This design comes from an exercise in tuning for small area, a short achievable clock period and few clock cycles on the open sky130 flow, not from production work. The RTL was checked by simulation tests, not by an equivalence proof against the original design.

$ cat design/flow/run.sh
#!/bin/bash
# synth_recipe.tcl (not shown) runs the flow's synth.tcl, then flattens the netlist and writes it again
# the make line also repeats each setting of config.mk as NAME=value (left out here)
make -C /OpenROAD-flow-scripts/flow DESIGN_CONFIG=/design/flow/config.mk WORK_HOME=/design/flow/orfs CLKGATE_MAP_FILE= SYNTH_SCRIPT=/design/flow/synth_recipe.tcl finish
$ cat design/flow/config.mk
export PLATFORM = sky130hd
export DESIGN_NAME = smdv_top
export DESIGN_NICKNAME = smdv_top
export VERILOG_FILES = /design/flow/design.v
export SDC_FILE = /design/flow/constraint.sdc
export NUM_CORES = 4
export LEC_CHECK = 0
export CAP_MARGIN = 20
export CORE_MARGIN = 2
export CORE_UTILIZATION = 40
export SLEW_MARGIN = 20
$ cat design/flow/constraint.sdc
create_clock -name core_clock -period 10.0 [get_ports {clk_i}]
set_input_delay 2.0000 -clock core_clock [delete_from_list [all_inputs] [get_ports {clk_i}]]
set_output_delay 2.0000 -clock core_clock [all_outputs]
set_load 0.01 [all_outputs]
$ cat design/flow/design.v
package smdv_pkg;
  localparam int DIMS_DEF       = 39;
  localparam int MAX_FRAMES_DEF = 1024;
endpackage
module smdv_top (
  input  logic        clk_i,
  input  logic        rst_ni,
  input  logic        start_i,
  input  logic [17:0] in_i,
  output logic        busy_o,
  output logic        out_valid_o,
  output logic [55:0] out_o
);
  localparam int D  = 39;
  localparam int L  = 21;    
  localparam int NV = 11;    
  function automatic logic [10:0] dstep(input logic [9:0] rem, input logic b,
                                        input logic [10:0] dv);
    logic [10:0] t;
    logic [11:0] df;
    t  = {rem, b};
    df = {1'b0, t} - {1'b0, dv};
    dstep = df[11] ? {1'b0, t[9:0]} : {1'b1, df[9:0]};
  endfunction
  logic        busy_q;
  logic        c_vld_q;
  logic [1:0]  c_mode_q;
  logic [15:0] c_val_q;
  logic [5:0]  hd_q, pos_q, sw_q, rb_q, rt_q, od_q;
  logic [10:0] n_q;
  logic        drop_q;
  logic        a_vld_q;
  logic [15:0] a_v_q;
  logic [30:0] a_sq_q;
  logic        acc, full, al, c_push, c_rpt, c_clr, c_spr;
  logic        push_add, push_drop, rpt_go, c_done, c_stall;
  logic [5:0]  hd_nx, pos_inc, hd_d, pos_d, sw_d, rb_d, rt_d, hd_d_nx;
  logic [10:0] n_d;
  logic        drop_d, c_vld_d, busy_d, al_d;
  logic [1:0]  c_mode_d;
  assign acc       = start_i & ~busy_q;
  assign hd_nx     = (hd_q == 6'd38) ? 6'd0 : hd_q + 6'd1;
  assign pos_inc   = (pos_q == 6'd38) ? 6'd0 : pos_q + 6'd1;
  assign full      = n_q[10];
  assign c_push    = c_vld_q & (c_mode_q == 2'd0);
  assign c_rpt     = c_vld_q & (c_mode_q == 2'd1);
  assign c_clr     = c_vld_q & (c_mode_q == 2'd2);
  assign c_spr     = c_vld_q & (c_mode_q == 2'd3);
  assign al        = (hd_nx == pos_q);
  assign push_add  = c_push & ~full & al;
  assign push_drop = c_push & full;
  assign rpt_go    = c_rpt & (sw_q == 6'd0) & (hd_nx == 6'd0);
  assign c_done    = push_add | push_drop | rpt_go | c_clr | c_spr;
  assign c_stall   = c_vld_q & ~c_done;
  assign hd_d   = c_clr ? 6'd38 : hd_nx;
  assign pos_d  = c_clr ? 6'd0 : (push_add | push_drop) ? pos_inc : pos_q;
  assign n_d    = c_clr ? 11'd0 : (push_add && pos_q == 6'd38) ? n_q + 11'd1 : n_q;
  assign drop_d = c_clr ? 1'b0 : (push_drop | drop_q);
  assign sw_d   = c_clr ? 6'd39 : (sw_q != 6'd0) ? sw_q - 6'd1 : 6'd0;
  assign rt_d   = rpt_go ? 6'd39 : (rt_q != 6'd0) ? rt_q - 6'd1 : 6'd0;
  assign rb_d   = rpt_go ? 6'(L + 38) : (rb_q != 6'd0) ? rb_q - 6'd1 : 6'd0;
  assign c_vld_d  = acc | c_stall;
  assign c_mode_d = acc ? in_i[17:16] : c_mode_q;
  assign hd_d_nx  = (hd_d == 6'd38) ? 6'd0 : hd_d + 6'd1;
  assign al_d     = (hd_d_nx == pos_d);
  assign busy_d   = (rb_d != 6'd0)
                  | (c_vld_d & (c_mode_d == 2'd1))
                  | (c_vld_d & (c_mode_d == 2'd0) & ~n_d[10] & ~al_d);
  always_ff @(posedge clk_i or negedge rst_ni) begin
    if (!rst_ni) begin
      busy_q   <= 1'b0;
      c_vld_q  <= 1'b0;
      c_mode_q <= 2'd0;
      hd_q     <= 6'd37;
      pos_q    <= 6'd0;
      sw_q     <= 6'd39;
      rb_q     <= 6'd0;
      rt_q     <= 6'd0;
      n_q      <= 11'd0;
      drop_q   <= 1'b0;
      a_vld_q  <= 1'b0;
    end else begin
      busy_q   <= busy_d;
      c_vld_q  <= c_vld_d;
      c_mode_q <= c_mode_d;
      hd_q     <= hd_d;
      pos_q    <= pos_d;
      sw_q     <= sw_d;
      rb_q     <= rb_d;
      rt_q     <= rt_d;
      n_q      <= n_d;
      drop_q   <= drop_d;
      a_vld_q  <= push_add;
    end
  end
  always_ff @(posedge clk_i) begin
    if (acc) c_val_q <= in_i[15:0];
    a_v_q  <= c_val_q;
    a_sq_q <= 31'(signed'(c_val_q) * signed'(c_val_q));
  end
  logic signed [25:0] s1r [D];
  logic [40:0]        s2r [D];
  logic               zero;
  assign zero = (sw_q != 6'd0);
  always_ff @(posedge clk_i) begin
    for (int i = 0; i < D - 1; i++) begin
      s1r[i] <= s1r[i+1];
      s2r[i] <= s2r[i+1];
    end
    s1r[D-1] <= (zero ? 26'sd0 : s1r[0])
              + (a_vld_q ? {{10{a_v_q[15]}}, a_v_q} : 26'd0);
    s2r[D-1] <= (zero ? 41'd0 : s2r[0])
              + (a_vld_q ? {10'd0, a_sq_q} : 41'd0);
  end
  logic [L:1] pv_q;
  always_ff @(posedge clk_i or negedge rst_ni) begin
    if (!rst_ni) pv_q <= '0;
    else         pv_q <= {pv_q[L-1:1], (rt_q != 6'd0)};
  end
  logic signed [25:0] t0;
  logic [11:0]        bh;
  logic               unf0, ovf0;
  logic [10:0]        st0a, st0b;
  assign t0   = s1r[0];
  assign bh   = {{2{t0[25]}}, t0[25:16]} + {1'b0, n_q};
  assign unf0 = bh[11];
  assign ovf0 = ~bh[11] & ({1'b0, bh[10:1]} >= n_q);
  assign st0a = dstep(bh[10:1], bh[0], n_q);
  assign st0b = dstep(st0a[9:0], t0[15], n_q);
  logic [9:0]  mr_q [1:6];
  logic [16:0] mq_q [1:6];
  logic        unf_q [1:7];
  logic        ovf_q [1:7];
  always_ff @(posedge clk_i) begin
    mr_q[1]  <= st0b[9:0];
    mq_q[1]  <= {st0a[10], st0b[10], 15'd0};
    unf_q[1] <= unf0;
    ovf_q[1] <= ovf0;
  end
  for (genvar s = 1; s <= 5; s++) begin : g_mean
    logic [25:0] tap;
    logic [10:0] a, b, c;
    assign tap = s1r[D-s];
    assign a = dstep(mr_q[s],  tap[17-3*s], n_q);
    assign b = dstep(a[9:0],   tap[16-3*s], n_q);
    assign c = dstep(b[9:0],   tap[15-3*s], n_q);
    always_ff @(posedge clk_i) begin
      mr_q[s+1]  <= c[9:0];
      mq_q[s+1]  <= mq_q[s] | (17'({a[10], b[10], c[10]}) << (15 - 3*s));
      unf_q[s+1] <= unf_q[s];
      ovf_q[s+1] <= ovf_q[s];
    end
  end
  logic signed [16:0] m6;
  logic signed [27:0] z7_q;
  logic signed [16:0] m_q [7:18];
  logic [9:0]         r_q [7:18];
  assign m6 = {~mq_q[6][16], mq_q[6][15:0]};
  always_ff @(posedge clk_i) begin
    z7_q     <= 28'(m6 * signed'({1'b0, mr_q[6]})) <<< 1;
    m_q[7]   <= m6;
    r_q[7]   <= mr_q[6];
    unf_q[7] <= unf_q[6];
    ovf_q[7] <= ovf_q[6];
  end
  logic signed [41:0] y7;
  logic [31:0] yq_q [8:19];
  logic [9:0]  vr_q [8:19];
  logic        zf_q [8:19];
  logic signed [15:0] mean_q [8:20];
  assign y7 = signed'({1'b0, s2r[D-7]}) - 42'(z7_q);
  function automatic logic [15:0] mean_sat(input logic signed [16:0] m,
                                            input logic unf, input logic ovf);
    if (unf)                    mean_sat = 16'h8000;
    else if (ovf)               mean_sat = 16'h7fff;
    else if (m > 17'sd32767)    mean_sat = 16'h7fff;
    else if (m < -17'sd32768)   mean_sat = 16'h8000;
    else                        mean_sat = m[15:0];
  endfunction
  always_ff @(posedge clk_i) begin
    yq_q[8]   <= y7[31:0];
    vr_q[8]   <= y7[41:32];
    zf_q[8]   <= unf_q[7] | ovf_q[7] | y7[41];
    m_q[8]    <= m_q[7];
    r_q[8]    <= r_q[7];
    mean_q[8] <= mean_sat(m_q[7], unf_q[7], ovf_q[7]);
  end
  for (genvar s = 8; s < 8 + NV; s++) begin : g_var
    localparam int K = (s == 8 + NV - 1) ? 2 : 3;
    logic [9:0]  rem [0:3];
    logic [31:0] q   [0:3];
    logic [10:0] st  [1:3];
    assign rem[0] = vr_q[s];
    assign q[0]   = yq_q[s];
    for (genvar k = 1; k <= 3; k++) begin : g_st
      if (k <= K) begin : g_do
        assign st[k]  = dstep(rem[k-1], q[k-1][31], n_q);
        assign rem[k] = st[k][9:0];
        assign q[k]   = {q[k-1][30:0], st[k][10]};
      end else begin : g_skip
        assign st[k]  = '0;
        assign rem[k] = rem[k-1];
        assign q[k]   = q[k-1];
      end
    end
    always_ff @(posedge clk_i) begin
      yq_q[s+1]   <= q[3];
      vr_q[s+1]   <= rem[3];
      zf_q[s+1]   <= zf_q[s];
      mean_q[s+1] <= mean_q[s];
    end
    if (s < 8 + NV - 1) begin : g_mr
      always_ff @(posedge clk_i) begin
        m_q[s+1] <= m_q[s];
        r_q[s+1] <= r_q[s];
      end
    end
  end
  logic [32:0] msq19_q;
  logic [19:0] rsq_q [19:20];
  always_ff @(posedge clk_i) begin
    msq19_q   <= 33'(m_q[18] * m_q[18]);
    rsq_q[19] <= r_q[18] * r_q[18];
  end
  logic signed [33:0] d20_q;
  logic [20:0]        nx20_q;
  logic               zf20_q;
  always_ff @(posedge clk_i) begin
    d20_q      <= signed'({2'b0, yq_q[19]}) - signed'({1'b0, msq19_q});
    nx20_q     <= n_q * vr_q[19];
    zf20_q     <= zf_q[19];
    rsq_q[20]  <= rsq_q[19];
    mean_q[20] <= mean_q[19];
  end
  logic signed [33:0] v20;
  logic [30:0]        var20;
  assign v20   = d20_q - 34'(nx20_q < {1'b0, rsq_q[20]});
  assign var20 = (zf20_q | v20[33]) ? 31'd0
               : (v20 > 34'sh7fff_ffff) ? 31'h7fff_ffff : v20[30:0];
  logic        empty;
  logic        ov_q;
  logic [55:0] out_q;
  assign empty = (n_q == 11'd0);
  always_ff @(posedge clk_i or negedge rst_ni) begin
    if (!rst_ni) begin
      ov_q <= 1'b0;
      od_q <= 6'd0;
    end else begin
      ov_q <= pv_q[L-1];
      if (rpt_go)          od_q <= 6'd0;
      else if (pv_q[L-1])  od_q <= od_q + 6'd1;
    end
  end
  always_ff @(posedge clk_i) begin
    if (pv_q[L-1]) begin
      out_q <= {od_q,
                empty ? 16'd0 : mean_q[20],
                empty ? 31'd0 : var20,
                empty, drop_q, (od_q == 6'd38)};
    end
  end
  assign busy_o      = busy_q;
  assign out_valid_o = ov_q;
  assign out_o       = out_q;
endmodule
==> impl_metrics.csv <==
group,metric,value,unit
cts,clock_sinks,4125,
place,gp_congestion,0.841,
worst_setup_path,max_stage_delay,0.67,ns
place,hpwl,200,mm
synth,ys_seq_elements,4125,
worst_setup_path,r2r_cells,34,
cts,cts_hold_buffers,0,
sta,rsz0062_at_grt,"no",
route,drtIter0Drc,3401,
synth,synth_async_sr_flop_share,1.79,%
route,ant_nets,0,
global_routing,overflow,0,
route,drc_errors,0,
sta,tns,0,ns
synth,synth-main-ff-cell,"dfxtp_1",
route,highest_layer,"met4",
cts,htree_num_levels,5,
layout,layout_commonest_cell,"dfxtp_1",
synth,synth_edf_count,72,
worst_setup_path,worst_setup_path_start_kind,"flip-flop",
min_path,min_path_type,"reg -> reg",
cts,clockRootBuffer,"clkbuf_16",
sta,period_share,88.9,%
global_routing,grt_pass1_vias,81600,
worst_setup_path,crit_required,10.79,ns
worst_setup_path,crit_path_top_delay_cell,"dfrtp_1",
min_path,hold_depth,0,
die,start_util,40.1,%
sta,fin_crit,8.89,ns
sta,drv_slew,0,
route,drt-met1-wl,133,mm
cts,clkLatencyLatePin,0.98,ns
cts,cts_buffers,385,
synth,synthCells,12300,
flow_run,cap_viol_max_count,0,
die,die-height,614,um
layout,drive_gt1_share,9.40,%
route,wl_met2,123,mm
layout,nets,14600,
sta,maxSlewHeadroom,23.4,%
worst_setup_path,cp_max_fo,14,
synth,syn_area,149000,um^2
synth,syn_nets,14200,
synth,yosys_warnings,47,
die,io_pins,79,
route,totalWireLength,273,mm
layout,fin_util,45.8,%
global_routing,grtUsageTotal,14.6,%
global_routing,grt_max_degree,64,
place,portBuffers,78,
sta,worstMarginPinSlew,1.14,ns
die,die_area,377000,um^2
die,rows,224,
die,coreArea,371000,um^2
route,drt-vias-per-instance,4.45,
worst_setup_path,crit_type,"reg -> reg",
sta,finClkSkew,0.108,ns
worst_setup_path,worst_setup_path_end_kind,"flip-flop",
cts,postCtsSetupRepairBufs,0,
run_status,outcome,"finished clean",
sta,fmax,112,MHz
place,placedInstanceArea,156000,um^2
global_routing,grt_antenna_before_repair,11,
layout,area_delta_synth_final,14.2,%
route,wl_met3,10.1,mm
cts,tritoncts,"done",
die,die_w,614,um
cts,clk_pin_slew_worst_paths,0.06,ns
route,detail_route.wl_per_cell,15.1,um
global_routing,grt_first_pass_wirelength,441,mm
sta,setup_viol,0,
layout,layout_common_cells,"3979 x dfxtp_1, 1425 x inv_1, 1052 x ha_1",
cts,max-clock-path-buffers,4,
synth,ys_types,85,
synth,ys_seq_area_share,56.2,%
layout,final_area,170000,um^2
worst_setup_path,crit_top_cell,"o21ai_0",
synth,avgSynthCellArea,12.1,um^2
route,first_pass_iters,7,
layout,n_fill_cell,33600,
worst_setup_path,cp.arrival,9.69,ns
cts,post_cts_resized,0,
sta,holdWs,0.229,ns
route,vias,80100,
sta,finalHoldViolCount,0,
-- logic make-up (layout without fill, tap and decap cells) --
family,count (synthesis),after routing,share of synthesized area (%)
DFF,4125,4125,56.2
other,0,11,0
muxes,419,419,3.13
and+or+nand+nor,2243,2243,7.25
adders and majority gates,1885,1885,19.9
buffers and inverters,1623,2342,4.10
AOI/OAI and AO/OA,1431,1431,5.90
xor gates and xnor gates,597,597,3.51
-- per-stage QoR --
step / instances / setup slack [ns]
2_1_floorplan: 12300 / 0.00651
4_1_cts: 18000 / 1.10
3_5_place_dp: 17300 / 1.25
6_report: 18000 / 1.11
5_1_grt: 18000 / 0.271
3_3_place_gp: 17300 / 1.39
-- registers in the layout, summed over array words and instances, names as in the netlist, 11 cells and up --
register / count
rsq_q: 38
d20_q: 34
z7_q: 27
c_val_q: 16
mean_q: 208
a_v_q: 15
out_q: 56
m_q: 204
nx20_q: 21
mq_q: 57
msq19_q: 32
zf_q: 12
s1r: 1014
yq_q: 373
r_q: 120
pv_q: 20
mr_q: 60
a_sq_q: 30
n_q: 11
s2r: 1599
vr_q: 120
-- synthesized netlist by cell type, drive strengths merged (67+ instances only) --
master  count  area share, %
nor2b     113           0.47
mux2      368            2.8
ha       1052            8.8
inv      1435            3.6
fa        818             11
a21o      127           0.64
nand3      90           0.31
dfxtp    3979             53
and2      414            1.7
xnor2     448            2.6
xor2      149           0.88
dfrtp      67            1.1
a21boi    126           0.64
nor3      110           0.37
edfxtp     72            1.5
o21a       91           0.46
nor2      582            1.5
nand2b     95           0.40
o21ai     375            1.3
clkbuf    166           0.42
nand2     656            1.7
a21oi     453            1.5
-- final timing paths --
| check | slack, ns | startpoint | endpoint |
|---|---|---|---|
| worst max register to register | 1.11 | n_q[2] | vr_q[16][5] |
| worst min register to register | 0.23 | rsq_q[19][6] | rsq_q[20][6] |
| min in group asynchronous | 0.87 | rst_ni | ov_q |
| worst min-delay path | 0.23 | rsq_q[19][6] | rsq_q[20][6] |
| worst max-delay path | 1.11 | n_q[2] | vr_q[16][5] |
| max in group asynchronous | 7.88 | rst_ni | n_q[1] |
-- metal layers --
layer  global-route usage (%)  vias to the layer above
met5                        0                        -
li1                         -                    40600
met3                     2.20                      420
met4                     4.17                        0
met1                     20.2                    38100
met2                     23.5                     1026
-- layout make-up --
cell class / instances / area (um^2) / share of cell area, %
sequential: 4125 / 83700 / 49.2
multi-input combinational: 6575 / 59300 / 34.9
clock buffer: 519 / 11000 / 6.46
tap: 4972 / 6220 / 3.66
inverter: 1435 / 5390 / 3.17
clock inverter: 192 / 2710 / 1.60
timing repair buffer: 196 / 1760 / 1.03
antenna: 11 / 27.5 / 0.0162
-- worst max-delay path: cells and delay by family, from the launching register on --
family | cells | cell delay, ns
mux | 3 | 1.15
simple gates | 3 | 0.38
flops | 1 | 0.67
buf+inv | 3 | 0.84
fa+ha+maj | 3 | 0.96
compound gates | 22 | 4.72
Testbench counts, summed over its fixed seeds: cycles 15,840.

port drivers added, routing unchanged:
In the flow no input, the clock included, has a driving cell. The finished layout below was timed again as built, in two steps.
Step 1: set_driving_cell puts a clkbuf_16 on clk_i and a buf_2 on each other input, an assumption about the parent block.
Step 2 adds t to the input delays and takes it off the output delays; t is the mean of the earliest and latest rising clock arrival at the registers after step 1. Input paths then give back, and output paths get back, about the clock's delay inside the block.
Three values: no drivers, after step 1, after step 2; two values: the first two.
t (ns): 1.017
setup WS [ns]: 1.106 / 1.106 / 1.106
worst hold slack (ns): 0.229 / 0.229 / 0.229
pins driven straight from the clock port: 1
After both steps this run still meets setup and hold. For this run, drivers alone change the setup slack by 0.000 ns; drivers and shift together by 0.000 ns.
